Background: an optimization exercise with open tools, aiming at small area. Do not read the settings as production practice. Only simulation tests tie the RTL to the original design; equivalence was not proved. Power figures rest on the tool's default switching activity, not on a simulated workload.

## config.mk

```make
export PLATFORM = sky130hd
export DESIGN_NAME = framestore_manager
export DESIGN_NICKNAME = framestore_manager
export VERILOG_FILES = /design/flow/design.v
export SDC_FILE = /design/flow/constraint.sdc
export NUM_CORES = 4
export LEC_CHECK = 0
export CAP_MARGIN = 20
export CORE_MARGIN = 2
export CORE_UTILIZATION = 40
export SLEW_MARGIN = 20
```

## constraint.sdc

```tcl
create_clock -name core_clock -period 7.0 [get_ports {internal_ZBT_clock}]
set_input_delay 1.4000 -clock core_clock [delete_from_list [all_inputs] [get_ports {internal_ZBT_clock}]]
set_output_delay 1.4000 -clock core_clock [all_outputs]
set_load 0.01 [all_outputs]
```

## design.v

```verilog
package zbt_pkg;
	typedef logic [19-1:0] zbt_addr_t;
	typedef logic [32-1:0] zbt_word_t;
	typedef struct packed {
		zbt_addr_t address;
		zbt_word_t write_data;
		logic      write_en;
	} zbt_req_t;
	typedef struct packed {
		zbt_addr_t address;
		logic      busy;
	} fs_read_req_t;
	typedef struct packed {
		zbt_addr_t address;
		zbt_word_t data;
		logic      strobe;
	} dec_write_t;
endpackage
package picture_pkg;
	typedef enum logic [1:0] {
		PIC_I = 2'd1,
		PIC_P = 2'd2,
		PIC_B = 2'd3
	} picture_type_t;
	typedef logic [11:0] image_dim_t;
endpackage
`timescale 1ns/100ps
module mb_write_addresser (
	input  logic                      internal_ZBT_clock,
	input  logic                      resetn,
	input  logic                      address_reset,
	input  picture_pkg::image_dim_t   image_horizontal,
	input  picture_pkg::picture_type_t picture_type,
	input  logic                      yuv_write_en,
	input  logic [7:0]                yuv_write_data,
	output zbt_pkg::dec_write_t       dec_write
);
	logic [5:0]         sample_count;
	logic [2:0]         block_count;
	logic [7:0]         mb_column;
	zbt_pkg::zbt_addr_t luma_base;
	zbt_pkg::zbt_addr_t chroma_base;
	zbt_pkg::zbt_addr_t word_addr;
	logic [7:0]         byte_hh;
	logic [7:0]         byte_hl;
	logic [7:0]         byte_lh;
	zbt_pkg::zbt_addr_t width_ext;
	zbt_pkg::zbt_addr_t row_step;
	zbt_pkg::zbt_addr_t luma_row_jump;
	zbt_pkg::zbt_addr_t chroma_row_jump;
	zbt_pkg::zbt_addr_t luma_base_next;
	zbt_pkg::zbt_addr_t chroma_base_next;
	zbt_pkg::zbt_addr_t block_start_addr;
	logic [7:0]         mb_column_limit;
	logic               word_end;
	logic               block_done;
	logic               last_block;
	logic               last_column;
	assign width_ext = zbt_pkg::zbt_addr_t'(image_horizontal);
	assign mb_column_limit = image_horizontal[11:4] - 8'd1;
	assign row_step = (block_count < 3'd4) ? (width_ext >> 2) : (width_ext >> 3);
	assign luma_row_jump = (width_ext << 2) - (width_ext >> 2) + zbt_pkg::zbt_addr_t'(4);
	assign chroma_row_jump = width_ext - (width_ext >> 3) + zbt_pkg::zbt_addr_t'(2);
	assign word_end = yuv_write_en && (sample_count[1:0] == 2'b11);
	assign block_done = (sample_count == 6'h3f);
	assign last_block = (block_count == 3'(6 - 1));
	assign last_column = (mb_column == mb_column_limit);
	assign luma_base_next = last_column ? luma_base + luma_row_jump
		: luma_base + zbt_pkg::zbt_addr_t'(4);
	assign chroma_base_next = last_column ? chroma_base + chroma_row_jump
		: chroma_base + zbt_pkg::zbt_addr_t'(2);
	always_comb begin
		case (block_count)
			3'd0:    block_start_addr = luma_base + zbt_pkg::zbt_addr_t'(2);
			3'd1:    block_start_addr = luma_base + (width_ext << 1);
			3'd2:    block_start_addr = luma_base + (width_ext << 1) + zbt_pkg::zbt_addr_t'(2);
			3'd3:    block_start_addr = 19'h40000 + chroma_base;
			default: block_start_addr = 19'h60000 + chroma_base;
		endcase
	end
	always_ff @(posedge internal_ZBT_clock or negedge resetn) begin
		if (!resetn) begin
			sample_count <= '0;
			block_count <= '0;
			mb_column <= '0;
			luma_base <= '0;
			chroma_base <= '0;
			word_addr <= '0;
		end else if (address_reset) begin
			sample_count <= '0;
			block_count <= '0;
			mb_column <= '0;
			luma_base <= '0;
			chroma_base <= '0;
			word_addr <= '0;
		end else if (yuv_write_en) begin
			sample_count <= sample_count + 6'd1;
			if (block_done) begin
				if (last_block) begin
					block_count <= '0;
					mb_column <= last_column ? 8'd0 : mb_column + 8'd1;
					luma_base <= luma_base_next;
					chroma_base <= chroma_base_next;
					word_addr <= luma_base_next;
				end else begin
					block_count <= block_count + 3'd1;
					word_addr <= block_start_addr;
				end
			end else if (word_end) begin
				word_addr <= sample_count[2] ? word_addr + row_step - zbt_pkg::zbt_addr_t'(1)
					: word_addr + zbt_pkg::zbt_addr_t'(1);
			end
		end
	end
	always_ff @(posedge internal_ZBT_clock) begin
		if (yuv_write_en) begin
			case (sample_count[1:0])
				2'b00:   byte_hh <= yuv_write_data;
				2'b01:   byte_hl <= yuv_write_data;
				2'b10:   byte_lh <= yuv_write_data;
				default: byte_lh <= byte_lh;
			endcase
		end
	end
	assign dec_write.address = word_addr;
	assign dec_write.data = {byte_hh, byte_hl, byte_lh, yuv_write_data};
	assign dec_write.strobe = word_end && (picture_type != picture_pkg::PIC_B);
endmodule
`timescale 1ns/100ps
module frame_bank_sequencer (
	input  logic                       internal_ZBT_clock,
	input  logic                       resetn,
	input  logic                       picture_start,
	input  picture_pkg::picture_type_t picture_type,
	input  logic                       frame_advance,
	input  logic                       audio_sync_in,
	output logic                       prediction_select,
	output logic                       display_select,
	output logic                       display_advance,
	output logic                       audio_sync_out
);
	logic       picture_start_d;
	logic       frame_advance_d;
	logic       advance_phase;
	logic [1:0] ref_count;
	logic       ref_start;
	logic       advance_edge;
	assign ref_start = picture_start && !picture_start_d
		&& (picture_type != picture_pkg::PIC_B);
	assign advance_edge = frame_advance && !frame_advance_d;
	assign audio_sync_out = (ref_count == 2'd2);
	always_ff @(posedge internal_ZBT_clock or negedge resetn) begin
		if (!resetn) begin
			picture_start_d <= 1'b0;
			frame_advance_d <= 1'b0;
			prediction_select <= 1'b0;
			ref_count <= 2'd0;
			advance_phase <= 1'b1;
			display_select <= 1'b0;
			display_advance <= 1'b0;
		end else begin
			picture_start_d <= picture_start;
			frame_advance_d <= frame_advance;
			if (ref_start) begin
				prediction_select <= !prediction_select;
				if (ref_count != 2'd2)
					ref_count <= ref_count + 2'd1;
			end
			display_advance <= 1'b0;
			if (advance_edge) begin
				advance_phase <= !advance_phase;
				if (advance_phase && audio_sync_in) begin
					display_select <= !display_select;
					display_advance <= 1'b1;
				end
			end
		end
	end
endmodule
`timescale 1ns/100ps
module bank_port_router (
	input  zbt_pkg::dec_write_t   dec_write,
	input  logic                  prediction_select,
	input  zbt_pkg::zbt_req_t     video_stream,
	input  zbt_pkg::zbt_req_t     audio_stream,
	input  zbt_pkg::fs_read_req_t fs_fwd,
	input  zbt_pkg::fs_read_req_t fs_bwd,
	input  zbt_pkg::zbt_word_t    bank0_read_data,
	input  zbt_pkg::zbt_word_t    bank1_read_data,
	output zbt_pkg::zbt_req_t     bank0,
	output zbt_pkg::zbt_req_t     bank1,
	output logic                  video_stream_access,
	output logic                  audio_stream_access,
	output logic                  framestore_busy,
	output zbt_pkg::zbt_word_t    video_stream_read_data,
	output zbt_pkg::zbt_word_t    audio_stream_read_data,
	output zbt_pkg::zbt_word_t    fs_fwd_data,
	output zbt_pkg::zbt_word_t    fs_bwd_data
);
	zbt_pkg::fs_read_req_t bank0_reader;
	zbt_pkg::fs_read_req_t bank1_reader;
	assign bank0_reader = prediction_select ? fs_bwd : fs_fwd;
	assign bank1_reader = prediction_select ? fs_fwd : fs_bwd;
	assign framestore_busy = dec_write.strobe;
	assign video_stream_access = !(dec_write.strobe || bank0_reader.busy);
	assign audio_stream_access = !(dec_write.strobe || bank1_reader.busy);
	always_comb begin
		if (video_stream_access) begin
			bank0 = video_stream;
		end else if (dec_write.strobe && prediction_select) begin
			bank0.address = dec_write.address;
			bank0.write_data = dec_write.data;
			bank0.write_en = 1'b1;
		end else begin
			bank0.address = bank0_reader.address;
			bank0.write_data = dec_write.data;
			bank0.write_en = 1'b0;
		end
	end
	always_comb begin
		if (audio_stream_access) begin
			bank1 = audio_stream;
		end else if (dec_write.strobe && !prediction_select) begin
			bank1.address = dec_write.address;
			bank1.write_data = dec_write.data;
			bank1.write_en = 1'b1;
		end else begin
			bank1.address = bank1_reader.address;
			bank1.write_data = dec_write.data;
			bank1.write_en = 1'b0;
		end
	end
	assign video_stream_read_data = bank0_read_data;
	assign audio_stream_read_data = bank1_read_data;
	assign fs_fwd_data = prediction_select ? bank1_read_data : bank0_read_data;
	assign fs_bwd_data = prediction_select ? bank0_read_data : bank1_read_data;
endmodule
`timescale 1ns/100ps
module framestore_manager (
	input  logic        internal_ZBT_clock,
	input  logic        resetn,
	input  logic        address_reset,
	input  logic [11:0] image_horizontal,
	input  logic [1:0]  picture_type,
	input  logic        yuv_write_en,
	input  logic [7:0]  yuv_write_data,
	input  logic        picture_start,
	input  logic        frame_advance,
	input  logic        audio_sync_in,
	output logic        display_select,
	output logic        display_advance,
	output logic        audio_sync_out,
	input  logic [51:0] video_stream,
	input  logic [51:0] audio_stream,
	input  logic [19:0] fs_fwd,
	input  logic [19:0] fs_bwd,
	input  logic [31:0] bank0_read_data,
	input  logic [31:0] bank1_read_data,
	output logic [51:0] bank0,
	output logic [51:0] bank1,
	output logic        video_stream_access,
	output logic        audio_stream_access,
	output logic        framestore_busy,
	output logic [31:0] video_stream_read_data,
	output logic [31:0] audio_stream_read_data,
	output logic [31:0] fs_fwd_data,
	output logic [31:0] fs_bwd_data
);
	zbt_pkg::zbt_req_t          video_stream_req;
	zbt_pkg::zbt_req_t          audio_stream_req;
	zbt_pkg::fs_read_req_t      fs_fwd_req;
	zbt_pkg::fs_read_req_t      fs_bwd_req;
	zbt_pkg::zbt_req_t          bank0_req;
	zbt_pkg::zbt_req_t          bank1_req;
	picture_pkg::picture_type_t picture_kind;
	assign video_stream_req = video_stream;
	assign audio_stream_req = audio_stream;
	assign fs_fwd_req = fs_fwd;
	assign fs_bwd_req = fs_bwd;
	assign picture_kind = picture_pkg::picture_type_t'(picture_type);
	assign bank0 = bank0_req;
	assign bank1 = bank1_req;
	zbt_pkg::dec_write_t dec_write;
	logic                prediction_select;
	mb_write_addresser mb_write_addresser_i (
		.internal_ZBT_clock (internal_ZBT_clock),
		.resetn             (resetn),
		.address_reset      (address_reset),
		.image_horizontal   (image_horizontal),
		.picture_type       (picture_kind),
		.yuv_write_en       (yuv_write_en),
		.yuv_write_data     (yuv_write_data),
		.dec_write          (dec_write)
	);
	frame_bank_sequencer frame_bank_sequencer_i (
		.internal_ZBT_clock (internal_ZBT_clock),
		.resetn             (resetn),
		.picture_start      (picture_start),
		.picture_type       (picture_kind),
		.frame_advance      (frame_advance),
		.audio_sync_in      (audio_sync_in),
		.prediction_select  (prediction_select),
		.display_select     (display_select),
		.display_advance    (display_advance),
		.audio_sync_out     (audio_sync_out)
	);
	bank_port_router bank_port_router_i (
		.dec_write              (dec_write),
		.prediction_select      (prediction_select),
		.video_stream           (video_stream_req),
		.audio_stream           (audio_stream_req),
		.fs_fwd                 (fs_fwd_req),
		.fs_bwd                 (fs_bwd_req),
		.bank0_read_data        (bank0_read_data),
		.bank1_read_data        (bank1_read_data),
		.bank0                  (bank0_req),
		.bank1                  (bank1_req),
		.video_stream_access    (video_stream_access),
		.audio_stream_access    (audio_stream_access),
		.framestore_busy        (framestore_busy),
		.video_stream_read_data (video_stream_read_data),
		.audio_stream_read_data (audio_stream_read_data),
		.fs_fwd_data            (fs_fwd_data),
		.fs_bwd_data            (fs_bwd_data)
	);
endmodule
```

## run.sh

```bash
#!/bin/bash
# synth_recipe.tcl (not shown) runs the flow's synth.tcl, then flattens the netlist and writes it again
# the make line also repeats each setting of config.mk as NAME=value (left out here)
make -C /OpenROAD-flow-scripts/flow DESIGN_CONFIG=/design/flow/config.mk WORK_HOME=/design/flow/orfs CLKGATE_MAP_FILE= SYNTH_SCRIPT=/design/flow/synth_recipe.tcl finish
```

==> results.yml <==
die:
  fp.dieH_um: 196
  dieArea_um2: 38500
  core_um2: 36400
  rows: 70
  die_x_um: 196
  io_pins: 475
  start_util_pct: 40.5
clock_network:
  hold_buffers: 0
  cts_tree: "yes"
  root_buffer: "clkbuf_16"
  clkTransAtPathRegs_ns: 0.09
  worst_skew_pair.late_latency_ns: 0.39
  postCtsResizedCells: 0
  htree_levels: 3
  cts_buffer_depth: 2
  post_cts_buffers: 0
  numCtsBuffers: 9
  cts_sinks: 106
sta:
  relSlewSlack_pct: 28.4
  fin_crit_sh_pct: 91.7
  period_needed_ns: 6.42
  worst_pin_slew_ns: 1.06
  max_freq_mhz: 156
  maxSlewViolCount: 0
  fin_worst_skew_ns: 0.0148
  hold_violations: 0
  tns_ns: 0
  rsz0062_at_grt: "false"
  finalSetupViolCount: 0
worst_setup_path:
  cp_max_fo: 8
  cp.arrival_ns: 6.69
  reg2reg_depth: 16
  worstSetupPathType: "input port to flip-flop"
  cpLargestDelayFamily: "compound AO/OA/AOI/OAI gates"
  startpoint_type: "input port"
  slowest_stage: "clkdlybuf4s50_1"
  cp-end-kind: "flip-flop"
  r2r_setup_slack_ns: 2.55
  max_stage_delay_ns: 0.67
  cp-startpoint: "image_horizontal[3]"
  r2r_start: "mb_write_addresser_i.block_count[2]"
  crit_cells: 25
  cp-endpoint: "mb_write_addresser_i.chroma_base[17]"
  cp_common_cell: "a21oi_1"
  cp_num_buf_inv: 2
  worstPathRequired_ns: 7.27
  worstReg2RegEnd: "mb_write_addresser_i.word_addr[17]"
cells_and_area:
  stdcell_area_um2: 20000
  finalNetCount: 2574
  drive_gt1_share_pct: 10.1
  fillers: 3409
  multi_input_area_um2: 10800
  final_core_util_pct: 54.8
  seqCellArea_um2: 2780
  area_growth_pct: 35.2
placement:
  gp_congestion: 1.01
  hpwl_um: 58700
  dpl_cell_area_um2: 19600
  port_buffers: 474
logic_synthesis:
  synth_top_area_cell: "dfrtp_1"
  synth_warnings: 3
  netlist.area_leader.share_pct: 13.7
  synth-seq-area-share_pct: 18.8
  syn_nets: 2204
  syn_inst: 1816
  syn_avg_cell_area_um2: 8.13
  synth_ff_type: "dfrtp_1"
  syn-cell-area_um2: 14800
  synth_cell_types: 90
  synth_most_common_cell: "nand2_1"
  synth_common_cells: "170 x nand2_1, 160 x o21ai_0, 146 x ha_1, 130 x mux2_2, 116 x nor2_1"
  ys_top_cells_by_area: "dfrtp_1 14%, ha_1 12%, mux2_2 9.9%, o21ai_0 5.4%, edfxtp_1 4.9%"
  synthArstFlopShare_pct: 77.4
  synth_seq_cells: 106
  synth-edff-count: 24
grt:
  grt_pass1_vias: 14500
  grt_use_total_pct: 35.3
  grt-ovfl-total: 0
  antenna_found_initial: 11
  grt_max_degree: 73
  grt_pass1_wl_um: 100000
drt:
  via_per_inst: 5.95
  drtIter0Drc: 1511
  drtPass1Iterations: 6
  drc: 0
  detail_route.wl_per_cell_um: 26.4
  drt_wl_total_um: 70500
  ant_nets: 0
  vias: 15900
status:
  status: "no timing/DRC/antenna violations"
pwr:
  peakVddDrop_mv: 0.146
  pwr_density_cell_nw_per_um2: 186
  power_leakage_nw: 8.26
flow_run:
  cap_violations: 0
worst_hold_path:
  min_path_type: "flip-flop to flip-flop"
==> worst reg2reg max path, delay by kind of cell, from the launching register on <==
family / cells / cell delay (ns)
mux: 2 / 0.71
buf+inv: 2 / 0.39
fa+ha+maj: 3 / 0.89
flops: 1 / 0.33
simple gates: 1 / 0.12
compound gates: 8 / 1.97
==> flip-flops by register name, summed over array words and instances (netlist names), 6 cells and up <==
name,flops
mb_write_addresser_i.mb_column,8
mb_write_addresser_i.luma_base,19
mb_write_addresser_i.word_addr,19
mb_write_addresser_i.byte_lh,8
mb_write_addresser_i.sample_count,6
mb_write_addresser_i.byte_hl,8
mb_write_addresser_i.chroma_base,19
mb_write_addresser_i.byte_hh,8
==> routing by layer <==
metal,track usage [%],wire (um),up-vias
met2,54.9,31200,816
met4,8.67,1740,4
li1,-,-,7269
met5,0,26,-
met1,50.2,30800,7710
met3,6.79,6670,67
==> cell usage in the layout (no fill, tap or decap), drive strengths merged, types with 15 or more instances in the layout <==
cell and instances:
nand3 50, xor2 51, a211oi 22, nor2 117, and3 26, mux2i 68
nand4 15, nor2b 16, clkdlybuf4s50 473, dfrtp 81, a21oi 102, nand2 172
ha 146, buf 39, inv 98, nor3 34, mux2 130, o21ai 166
a21o 21, xnor2 82, edfxtp 24
==> kinds of logic after synthesis <==
logic type | Yosys count | share of synthesized area (%)
buffers and inverters | 247 | 8.06
AOI/OAI and AO/OA | 477 | 21.3
adders and majority gates | 151 | 13.1
DFF | 106 | 18.8
muxes | 198 | 14.5
xor gates and xnor gates | 133 | 7.89
and+or+nand+nor | 504 | 16.4
==> metrics by stage <==
step	power (mW)	hold WS, ns	instances	worst slack (ns)
after CTS	3.71	0.480	2659	0.588
final	3.72	0.478	2665	0.578
after floorplan	1.86	0.480	1816	1.33
after global placement	3.11	0.459	2643	0.373
after global routing	3.85	0.509	2662	0.159
after detailed placement	3.12	0.465	2643	0.224
==> power breakdown <==
group	internal, mW	switching [mW]
clock	0.283	0.297
combinational	1.25	1.16
sequential	0.662	0.0641
total	2.20	1.52
==> worst min path at each step <==
| stage | from | to | slack (ns) | cells after the start |
|---|---|---|---|---|
| global placement | frame_bank_sequencer_i.display_select | frame_bank_sequencer_i.display_select | 0.46 | 1 |
| global route | frame_bank_sequencer_i.display_select | frame_bank_sequencer_i.display_select | 0.51 | 1 |
| CTS | frame_bank_sequencer_i.display_select | frame_bank_sequencer_i.display_select | 0.48 | 1 |
| finish | frame_bank_sequencer_i.display_select | frame_bank_sequencer_i.display_select | 0.48 | 1 |
| floorplan | frame_bank_sequencer_i.ref_count[1] | frame_bank_sequencer_i.ref_count[1] | 0.48 | 2 |
| detailed placement | frame_bank_sequencer_i.display_select | frame_bank_sequencer_i.display_select | 0.47 | 1 |
==> area by class of cell <==
class / instances / share of cell area, %
antenna: 6 / 0.0752
tap: 468 / 2.93
clock buffer: 11 / 1.32
sequential: 106 / 13.9
timing repair buffer: 512 / 25.4
inverter: 94 / 1.77
clock inverter: 5 / 0.245
multi-input combinational: 1463 / 54.3

## static timing again, ports no longer ideal
The flow's constraints put no driver on any port. The routed layout listed below was extracted and timed again, unchanged, in two steps. Step 1 (the two cells are an assumption about what drives the block):
set clk [get_ports {internal_ZBT_clock}]
set_driving_cell -lib_cell sky130_fd_sc_hd__clkbuf_16 $clk
set_driving_cell -lib_cell sky130_fd_sc_hd__buf_2 [delete_from_list [all_inputs] $clk]
Step 2, shift: input delay + t, output delay - t, t = (earliest + latest rising clock arrival at the registers) / 2. This alone moves slack from input paths to output paths. Three values: ideal, step 1, step 2; two values: the first two.
t, ns: 0.429
setup slack, ns: 0.578 / 0.606 / 0.176
worst setup path at the end: input to register
After both steps setup and hold are still met in this run. For this run, drivers alone change the setup slack by +0.028 ns; drivers and shift together by -0.402 ns.
